Context: an optimization exercise on an open-source flow, tuned for small area, a short achievable clock period and few clock cycles per item. The choices shown serve that exercise and are no tape-out recipe. The RTL was checked by simulation tests, not by an equivalence proof against the original design. The clock port is modelled as an ideal driver, which makes a skipped or thinned clock tree look cheaper than it is; a real chip needs a root buffer or a tree. No activity file was given, so power comes from the tool's default toggle rates.

// lz77_top
module lz77_top (
  input  logic                  clk,
  input  logic                  rstn,
  input  logic                  start_i,
  input  logic [BLK_LEN_WD-1:0] cfg_len_i,
  input  logic [DATA_WD-1:0]    rd_dat_i,
  output logic                  rd_val_o,
  output logic                  val_o,
  output logic                  flg_lit_o,
  output logic [DATA_WD-1:0]    dat_lit_o,
  output logic [LEN_WD-1:0]     dat_len_o,
  output logic [DST_WD-1:0]     dat_dst_o,
  output logic                  flg_lst_o,
  output logic                  done_o
);
clock: 8.0 ns
lec_check: 0
cap_margin: 20
core_margin: 2
core_utilization: 40
cts_buf_list: sky130_fd_sc_hd__clkbuf_8
cts_cluster_diameter: 60
cts_cluster_size: 20
setup_slack_margin: 5
slew_margin: 20
standard.sh (not shown) runs the stock make flow with config.mk's settings and CLKGATE_MAP_FILE= SYNTH_SCRIPT=/design/flow/synth_recipe.tcl, a recipe that flattens the netlist after the stock synthesis.
==> flow/flow/run.sh <==
#!/bin/bash
# The standard layout with a tighter timing-repair target and small port buffers;
# the clock period and constraints are the design's. ORFS keeps each step's log under orfs/logs.
set -euo pipefail
bash standard.sh SETUP_SLACK_MARGIN=5.3 "BUFFER_PORTS_ARGS=-buffer_cell sky130_fd_sc_hd__buf_2" finish > standard.log 2>&1
Testbench counts at the start, summed over its fixed seeds: cycles 41,294, bytes 39,715.
Rerun with:
==> flow/run.sh (new file) <==
#!/bin/bash
# synth_recipe.tcl (not shown) runs the flow's synth.tcl, then flattens the netlist and writes it again
# the make line also repeats each setting of config.mk as NAME=value (left out here)
make -C /OpenROAD-flow-scripts/flow DESIGN_CONFIG=/design/flow/config.mk WORK_HOME=/design/flow/orfs CLKGATE_MAP_FILE= SYNTH_SCRIPT=/design/flow/synth_recipe.tcl finish
- CTS_BUF_LIST: sky130_fd_sc_hd__clkbuf_8 -> default
- CTS_CLUSTER_DIAMETER: 60 -> default
- CTS_CLUSTER_SIZE: 20 -> default
removed: flow/flow/run.sh
removed: flow/standard.sh
Effect:
- The changed run went through all stages and came out clean
- register-to-register slack barely changes
- worst setup slack degrades by 0.29 ns
- wire length grows by 3.3%
- via count went up by 2.7%
Rerun with:
==> flow/flow/run.sh (new file) <==
#!/bin/bash
# The standard layout with a tighter timing-repair target and small port buffers;
# the clock period and constraints are the design's. ORFS keeps each step's log under orfs/logs.
set -euo pipefail
bash standard.sh SETUP_SLACK_MARGIN=5.5 "BUFFER_PORTS_ARGS=-buffer_cell sky130_fd_sc_hd__buf_2" finish > standard.log 2>&1
==> flow/standard.sh (new file) <==
#!/bin/bash
# synth_recipe.tcl (not shown) runs the flow's synth.tcl, then flattens the netlist and writes it again
# the make line also repeats each setting of config.mk as NAME=value (left out here)
make -C /OpenROAD-flow-scripts/flow DESIGN_CONFIG=/design/flow/config.mk WORK_HOME=/design/flow/orfs CLKGATE_MAP_FILE= SYNTH_SCRIPT=/design/flow/synth_recipe.tcl "${@:-finish}"
- CTS_BUF_LIST: default -> sky130_fd_sc_hd__clkbuf_8
- CTS_CLUSTER_DIAMETER: default -> 60
- CTS_CLUSTER_SIZE: default -> 20
removed: flow/run.sh
- setup slack is better by 0.29 ns
- combinational power came out lower by about 5%
- sequential share of layout area came out higher by 4.2 points
- global-route usage came out lower by 1.0 points
- wire length came out lower by 4.6%
- non-clock buffer count came out lower by 6
- total power came out lower by 20%
Rerun with:
--- a/flow/flow/run.sh
+++ b/flow/flow/run.sh
@@ -5 +5 @@
-bash standard.sh SETUP_SLACK_MARGIN=5.5 "BUFFER_PORTS_ARGS=-buffer_cell sky130_fd_sc_hd__buf_2" finish > standard.log 2>&1
+bash standard.sh SETUP_SLACK_MARGIN=5.3 "BUFFER_PORTS_ARGS=-buffer_cell sky130_fd_sc_hd__buf_2" finish > standard.log 2>&1
- CTS_BUF_LIST: sky130_fd_sc_hd__clkbuf_8 -> sky130_fd_sc_hd__clkbuf_16
- CTS_CLUSTER_DIAMETER: 60 -> 80
- CTS_CLUSTER_SIZE: 20 -> 30
After rerunning:
- The new run finished with timing, DRC and antenna clean
- clock skew stays flat
- final cell count drops by 0.53%
- final area drops by 0.38%
- sequential share of layout area climbs by 0.20 points
- die area does not change

========
lz77_top, a different RTL version from the one above (not shown whole).
Size: roughly 600 cells after synthesis, about 210 flip-flops, about 41 I/O pins, roughly 7100 um^2 of cells after synthesis.
==> flow/design.v (excerpt) <==
module lz77_top (
  input  logic                  clk,
  input  logic                  rstn,
  input  logic                  start_i,
  input  logic [BLK_LEN_WD-1:0] cfg_len_i,
  input  logic [DATA_WD-1:0]    rd_dat_i,
  output logic                  rd_val_o,
  output logic                  val_o,
  output logic                  flg_lit_o,
  output logic [DATA_WD-1:0]    dat_lit_o,
  output logic [LEN_WD-1:0]     dat_len_o,
  output logic [DST_WD-1:0]     dat_dst_o,
  output logic                  flg_lst_o,
  output logic                  done_o
);
==> flow/config.mk <==
export PLATFORM = sky130hd
export DESIGN_NAME = lz77_top
export DESIGN_NICKNAME = lz77_top
export VERILOG_FILES = /design/flow/design.v
export SDC_FILE = /design/flow/constraint.sdc
export NUM_CORES = 4
export LEC_CHECK = 0
export CAP_MARGIN = 20
export CORE_MARGIN = 2
export CORE_UTILIZATION = 40
export CTS_BUF_LIST = sky130_fd_sc_hd__clkbuf_16
export CTS_CLUSTER_DIAMETER = 80
export CTS_CLUSTER_SIZE = 30
export SETUP_SLACK_MARGIN = 5
export SLEW_MARGIN = 20
==> flow/constraint.sdc <==
create_clock -name core_clock -period 8.0 [get_ports {clk}]
set_input_delay 1.6000 -clock core_clock [delete_from_list [all_inputs] [get_ports {clk}]]
set_output_delay 1.6000 -clock core_clock [all_outputs]
set_load 0.01 [all_outputs]
==> flow/flow/run.sh <==
#!/bin/bash
# The standard layout with a tighter timing-repair target, small port buffers, no dummy
# clock loads and a two-level clock tree (flow/clock_levels.tcl, run before global routing);
# the clock period and constraints are the design's. ORFS keeps each step's log under orfs/logs.
set -euo pipefail
bash standard.sh SETUP_SLACK_MARGIN=5.56 "BUFFER_PORTS_ARGS=-buffer_cell sky130_fd_sc_hd__buf_2" \
  "CTS_ARGS=-sink_clustering_enable -repair_clock_nets -sink_clustering_size 30 -sink_clustering_max_diameter 80 -buf_list sky130_fd_sc_hd__clkbuf_16 -dont_use_dummy_load" \
  "PRE_GLOBAL_ROUTE_TCL=$PWD/flow/clock_levels.tcl" \
  finish > standard.log 2>&1
==> flow/flow/clock_levels.tcl <==
# Sourced by ORFS before global routing (PRE_GLOBAL_ROUTE_TCL). The clock tree CTS builds for
# this small design is root buffer -> two branch buffers -> leaf buffers -> flip-flops. This
# drops the branch level: the root buffer drives every leaf buffer directly, so all registers
# keep the same number of buffers on their clock path and the tree stays balanced.
set block [ord::get_db_block]
set root [$block findInst clkbuf_0_clk]
if {$root ne "NULL"} {
  set rootnet [[$root findITerm X] getNet]
  set mids {}
  foreach it [$rootnet getITerms] {
    set inst [$it getInst]
    if {[$inst getName] eq [$root getName]} { continue }
    if {![string match "sky130_fd_sc_hd__clkbuf_*" [[$inst getMaster] getName]]} { continue }
    set onet [[$inst findITerm X] getNet]
    set only_bufs 1
    foreach lt [$onet getITerms] {
      set li [$lt getInst]
      if {[$li getName] eq [$inst getName]} { continue }
      if {![string match "sky130_fd_sc_hd__clkbuf_*" [[$li getMaster] getName]]} { set only_bufs 0 }
    }
    if {$only_bufs} { lappend mids $inst }
  }
  foreach inst $mids {
    set onet [[$inst findITerm X] getNet]
    set loads {}
    foreach lt [$onet getITerms] {
      if {[[$lt getInst] getName] ne [$inst getName]} { lappend loads $lt }
    }
    foreach lt $loads {
      $lt disconnect
      $lt connect $rootnet
    }
    puts "clock_levels: removed [$inst getName], [llength $loads] leaf buffers now on [$rootnet getName]"
    [$inst findITerm A] disconnect
    [$inst findITerm X] disconnect
    odb::dbInst_destroy $inst
    odb::dbNet_destroy $onet
  }
}
The first run finished clean.
Testbench counts at the start, summed over its fixed seeds: cycles 41,294, bytes 39,715.
Edit:
==> flow/flow/run.sh (replaced) <==
#!/bin/bash
# The standard layout with a tighter timing-repair target, small port buffers and no dummy
# clock loads; the clock period and constraints are the design's. ORFS keeps each step's log
# under orfs/logs.
set -euo pipefail
bash standard.sh SETUP_SLACK_MARGIN=5.46 "BUFFER_PORTS_ARGS=-buffer_cell sky130_fd_sc_hd__buf_2" \
  "CTS_ARGS=-repair_clock_nets -buf_list sky130_fd_sc_hd__clkbuf_16 -dont_use_dummy_load" \
  finish > standard.log 2>&1
removed: flow/flow/clock_levels.tcl
After rerunning:
- fmax shrinks by 1.2%
- cell count climbs by about 1%
- routed wire length went up by about 2%
- die area is unchanged
- utilization goes up by 1.0 points
- sequential power is about the same
- sequential share of layout area drops by 1.3 points
- cell area climbs by 2.3%
- total power is higher by 10%
Edit:
--- a/flow/flow/run.sh
+++ b/flow/flow/run.sh
@@ -6,3 +6,3 @@
 bash standard.sh SETUP_SLACK_MARGIN=5.46 "BUFFER_PORTS_ARGS=-buffer_cell sky130_fd_sc_hd__buf_2" \
-  "CTS_ARGS=-repair_clock_nets -buf_list sky130_fd_sc_hd__clkbuf_16 -dont_use_dummy_load" \
+  "CTS_ARGS=-sink_clustering_enable -repair_clock_nets -sink_clustering_size 30 -sink_clustering_max_diameter 80 -buf_list sky130_fd_sc_hd__clkbuf_16 -dont_use_dummy_load" \
   finish > standard.log 2>&1
Settings changed: CORE_UTILIZATION 40 to 55.
The changed run finished with timing, DRC and antenna clean.
Routed wire length went down by 3.1%.
Sequential cell count does not change.
Worst setup slack got worse by 0.057 ns.
Edit:
==> flow/flow/run.sh (replaced) <==
#!/bin/bash
# The standard layout with a tighter timing-repair target, small port buffers, no dummy
# clock loads and a two-level clock tree (flow/clock_levels.tcl, run before global routing);
# the clock period and constraints are the design's. ORFS keeps each step's log under orfs/logs.
set -euo pipefail
bash standard.sh SETUP_SLACK_MARGIN=5.52 "BUFFER_PORTS_ARGS=-buffer_cell sky130_fd_sc_hd__buf_2" \
  "CTS_ARGS=-sink_clustering_enable -repair_clock_nets -sink_clustering_size 30 -sink_clustering_max_diameter 80 -buf_list sky130_fd_sc_hd__clkbuf_16 -dont_use_dummy_load" \
  "PRE_GLOBAL_ROUTE_TCL=$PWD/flow/clock_levels.tcl" \
  finish > standard.log 2>&1
==> flow/flow/clock_levels.tcl (new file) <==
# Sourced by ORFS before global routing (PRE_GLOBAL_ROUTE_TCL). The clock tree CTS builds for
# this small design is root buffer -> two branch buffers -> leaf buffers -> flip-flops. This
# drops the branch level: the root buffer drives every leaf buffer directly, so all registers
# keep the same number of buffers on their clock path and the tree stays balanced.
set block [ord::get_db_block]
set root [$block findInst clkbuf_0_clk]
if {$root ne "NULL"} {
  set rootnet [[$root findITerm X] getNet]
  set mids {}
  foreach it [$rootnet getITerms] {
    set inst [$it getInst]
    if {[$inst getName] eq [$root getName]} { continue }
    if {![string match "sky130_fd_sc_hd__clkbuf_*" [[$inst getMaster] getName]]} { continue }
    set onet [[$inst findITerm X] getNet]
    set only_bufs 1
    foreach lt [$onet getITerms] {
      set li [$lt getInst]
      if {[$li getName] eq [$inst getName]} { continue }
      if {![string match "sky130_fd_sc_hd__clkbuf_*" [[$li getMaster] getName]]} { set only_bufs 0 }
    }
    if {$only_bufs} { lappend mids $inst }
  }
  foreach inst $mids {
    set onet [[$inst findITerm X] getNet]
    set loads {}
    foreach lt [$onet getITerms] {
      if {[[$lt getInst] getName] ne [$inst getName]} { lappend loads $lt }
    }
    foreach lt $loads {
      $lt disconnect
      $lt connect $rootnet
    }
    puts "clock_levels: removed [$inst getName], [llength $loads] leaf buffers now on [$rootnet getName]"
    [$inst findITerm A] disconnect
    [$inst findITerm X] disconnect
    odb::dbInst_destroy $inst
    odb::dbNet_destroy $onet
  }
}
Settings changed: CORE_UTILIZATION 55 to 40.
Global-route usage drops by 3.5 points; wire length went up by 1.5%; die area goes up by 36%.
Edit:
==> flow/flow/run.sh (replaced) <==
#!/bin/bash
# The standard layout with a tighter timing-repair target, small port buffers and no dummy
# clock loads; the clock period and constraints are the design's. ORFS keeps each step's log
# under orfs/logs.
set -euo pipefail
bash standard.sh SETUP_SLACK_MARGIN=5.46 "BUFFER_PORTS_ARGS=-buffer_cell sky130_fd_sc_hd__buf_2" \
  "CTS_ARGS=-sink_clustering_enable -repair_clock_nets -sink_clustering_size 30 -sink_clustering_max_diameter 80 -buf_list sky130_fd_sc_hd__clkbuf_16 -dont_use_dummy_load" \
  finish > standard.log 2>&1
Settings changed: PLACE_DENSITY set to 0.7.
removed: flow/flow/clock_levels.tcl
- sequential share of layout area came out lower by 0.23 points
- register-to-register slack gains 0.04 ns
- die area stays the same
- global-route usage came out lower by 1.1 points
- sequential power is about the same
- cell area came out higher by 0.40%
- wire length came out lower by 3.1%
Edit:
==> flow/flow/run.sh (replaced) <==
#!/bin/bash
# The standard layout with a tighter timing-repair target, small port buffers, no dummy
# clock loads and a two-level clock tree (flow/clock_levels.tcl, run before global routing);
# the clock period and constraints are the design's. ORFS keeps each step's log under orfs/logs.
set -euo pipefail
bash standard.sh SETUP_SLACK_MARGIN=5.46 "BUFFER_PORTS_ARGS=-buffer_cell sky130_fd_sc_hd__buf_2" \
  "CTS_ARGS=-sink_clustering_enable -repair_clock_nets -sink_clustering_size 30 -sink_clustering_max_diameter 80 -buf_list sky130_fd_sc_hd__clkbuf_16 -dont_use_dummy_load" \
  "PRE_GLOBAL_ROUTE_TCL=$PWD/flow/clock_levels.tcl" \
  finish > standard.log 2>&1
==> flow/flow/clock_levels.tcl (new file) <==
# Sourced by ORFS before global routing (PRE_GLOBAL_ROUTE_TCL). The clock tree CTS builds for
# this small design is root buffer -> two branch buffers -> leaf buffers -> flip-flops. This
# drops the branch level: the root buffer drives every leaf buffer directly, so all registers
# keep the same number of buffers on their clock path and the tree stays balanced.
set block [ord::get_db_block]
set root [$block findInst clkbuf_0_clk]
if {$root ne "NULL"} {
  set rootnet [[$root findITerm X] getNet]
  set mids {}
  foreach it [$rootnet getITerms] {
    set inst [$it getInst]
    if {[$inst getName] eq [$root getName]} { continue }
    if {![string match "sky130_fd_sc_hd__clkbuf_*" [[$inst getMaster] getName]]} { continue }
    set onet [[$inst findITerm X] getNet]
    set only_bufs 1
    foreach lt [$onet getITerms] {
      set li [$lt getInst]
      if {[$li getName] eq [$inst getName]} { continue }
      if {![string match "sky130_fd_sc_hd__clkbuf_*" [[$li getMaster] getName]]} { set only_bufs 0 }
    }
    if {$only_bufs} { lappend mids $inst }
  }
  foreach inst $mids {
    set onet [[$inst findITerm X] getNet]
    set loads {}
    foreach lt [$onet getITerms] {
      if {[[$lt getInst] getName] ne [$inst getName]} { lappend loads $lt }
    }
    foreach lt $loads {
      $lt disconnect
      $lt connect $rootnet
    }
    puts "clock_levels: removed [$inst getName], [llength $loads] leaf buffers now on [$rootnet getName]"
    [$inst findITerm A] disconnect
    [$inst findITerm X] disconnect
    odb::dbInst_destroy $inst
    odb::dbNet_destroy $onet
  }
}
Settings changed: PLACE_DENSITY 0.7 to not set.
Wire length goes up by 5.1%; cell count stays flat; sequential cell count is unchanged; cell area fell by 0.74%; sequential share of layout area came out higher by 0.42 points; global-route usage rises by 1.3 points; utilization shrinks by 0.33 points.

========
== job 292 ==
lz77_top, a different RTL version from the one above (not shown whole).
For scale: roughly 790 cells after synthesis, about 220 flip-flops, roughly 41 I/O pins.
Settings: LEC_CHECK=0, ABC_AREA=1, CAP_MARGIN=20, CORE_MARGIN=2, CORE_UTILIZATION=65, SETUP_SLACK_MARGIN=5, SLEW_MARGIN=20; clock period 8.0 ns.
run.sh (not shown) runs the stock make flow with config.mk's settings and CLKGATE_MAP_FILE= SYNTH_SCRIPT=/design/flow/synth_recipe.tcl, a recipe that flattens the netlist after the stock synthesis.
Stock flow here: none of the scripts above is used.
Testbench counts of job 292, summed over its fixed seeds: cycles 41,294, bytes 39,715.
What job 6704 does differently from job 292 at the input level:
==> flow/config.mk <==
export PLATFORM = sky130hd
export DESIGN_NAME = lz77_top
export DESIGN_NICKNAME = lz77_top
export VERILOG_FILES = /design/flow/design.v
export SDC_FILE = /design/flow/constraint.sdc
export NUM_CORES = 4
export LEC_CHECK = 0
export ABC_CLOCK_PERIOD_IN_PS = 2500
export CAP_MARGIN = 20
export CORE_MARGIN = 2
export CORE_UTILIZATION = 40
export SETUP_SLACK_MARGIN = 5
export SLEW_MARGIN = 20
[summary]
Compare job 6704 and job 292 | final critical-path share of the clock period higher: job 292
Job 292 has higher proportion of cell area occupied by registers than job 6704.
Relative to job 292, the tapcell count measured on job 6704 has increased by more than half.
Job 6704 ends up with a total routing usage reported by global routing that is 14 points lower than in job 292.
Summary: with job 292 as the reference, average wire length per cell after detail routing in job 6704 moved down by more than 10%.
Taking job 292 as the reference point, the xor-xnor portion of the synthesized cell area of job 6704 rises by 9.3 points.
In the reports for job 6704 and job 292, the larger count of plain and timing-repair buffers belongs to job 292.
Edits applied to the flow inputs when going from job 6704 to job 3097:
-- flow/config.mk --
<<< job 6704, line 6
export NUM_CORES = 4
export LEC_CHECK = 0
export ABC_CLOCK_PERIOD_IN_PS = 2500
export CAP_MARGIN = 20
export CORE_MARGIN = 2
>>> job 3097, line 6
export NUM_CORES = 4
export LEC_CHECK = 0
export ABC_AREA = 1
export CAP_MARGIN = 20
export CORE_MARGIN = 2
Findings:
Job 3097: all stages complete, timing, DRC and antenna checks passed
Worst setup path endpoint = flg_lst_o: job 6704; worst setup path endpoint = dat_lit_o[3]: job 3097
In terms of area of the die, job 3097 and job 6704 differ only marginally.
The clock network power share in job 3097 sits 1.6 points above the value recorded for job 6704.
Multi-input combinational gate total (higher): job 3097
Area growth from synthesis to final layout: job 6704 and job 3097 compared, lower one is job 3097
Job 3097 vs job 6704 — total power consumption of the routed design dropped 0.34%.
[job 3097 vs job 6704] internal power contribution: lower in job 3097
--- input diff job 3097..job 2270 ---
==> flow/config.mk <==
export PLATFORM = sky130hd
export DESIGN_NAME = lz77_top
export DESIGN_NICKNAME = lz77_top
export VERILOG_FILES = /design/flow/design.v
export SDC_FILE = /design/flow/constraint.sdc
export NUM_CORES = 4
export LEC_CHECK = 0
export CAP_MARGIN = 20
export CORE_MARGIN = 2
export CORE_UTILIZATION = 40
export SLEW_MARGIN = 20
## What came out
- Job 2270 finished every stage and its layout cleared the timing, DRC and antenna checks.
- Summary of job 2270 over job 3097: synthesized netlist cell count now smaller, die area comparable, area fraction in compound gates after synthesis now smaller.

what the ideal ports hide:
How much do the figures lean on ideal ports? The routed layouts below were timed once more, with nothing changed but the port constraints.
Step 1 assumes that a clkbuf_16 drives the clock port and a buf_2 every other input.
Step 2 moves the port delays by t, midway between the first and last clock arrival at a register: inputs arrive t later, outputs are due t later. That takes back most of the time a late clock gives input paths.
a / b / c = ideal ports / drivers / drivers and shift; a / b = the first two.
run | shift t [ns] | setup WS [ns] | worst setup path at the end | slew at the worst register clock pin (ns) | pins driven straight from the clock port
the first run of note 1 | 0.532 | 5.323 / 5.284 / 4.989 | input to register | 0.12 / 0.12 | 1
the second run of note 1 | 0.547 | 5.034 / 4.990 / 4.585 | input to register | 0.06 / 0.06 | 1
the third run of note 1 | 0.537 | 5.321 / 5.283 / 5.020 | input to register | 0.12 / 0.12 | 1
the fourth run of note 1 | 0.494 | 5.357 / 5.313 / 4.990 | input to register | 0.11 / 0.11 | 1
the first run of note 2 | 0.403 | 5.493 / 5.453 / 5.149 | input to register | 0.11 / 0.11 | 1
the second run of note 2 | 0.466 | 5.463 / 5.420 / 5.020 | input to register | 0.08 / 0.08 | 1
the third run of note 2 | 0.478 | 5.406 / 5.368 / 5.118 | input to register | 0.11 / 0.11 | 1
the fourth run of note 2 | 0.418 | 5.490 / 5.449 / 5.118 | input to register | 0.11 / 0.11 | 1
the fifth run of note 2 | 0.469 | 5.418 / 5.380 / 5.048 | input to register | 0.11 / 0.11 | 1
the sixth run of note 2 | 0.412 | 5.483 / 5.451 / 5.093 | input to register | 0.11 / 0.11 | 1
job 292 | 0.526 | 4.987 / 4.994 / 4.468 | input to register | 0.07 / 0.07 | 1
job 6704 | 0.530 | 5.037 / 4.996 / 4.590 | input to register | 0.06 / 0.06 | 1
job 3097 | 0.538 | 5.045 / 5.001 / 4.555 | input to register | 0.07 / 0.07 | 1
job 2270 | 0.542 | 4.418 / 4.374 / 4.141 | input to register | 0.06 / 0.06 | 1
After both steps every run listed still meets setup and hold. For job 292, which loses most, drivers alone change the setup slack by +0.007 ns; drivers and shift together by -0.519 ns.
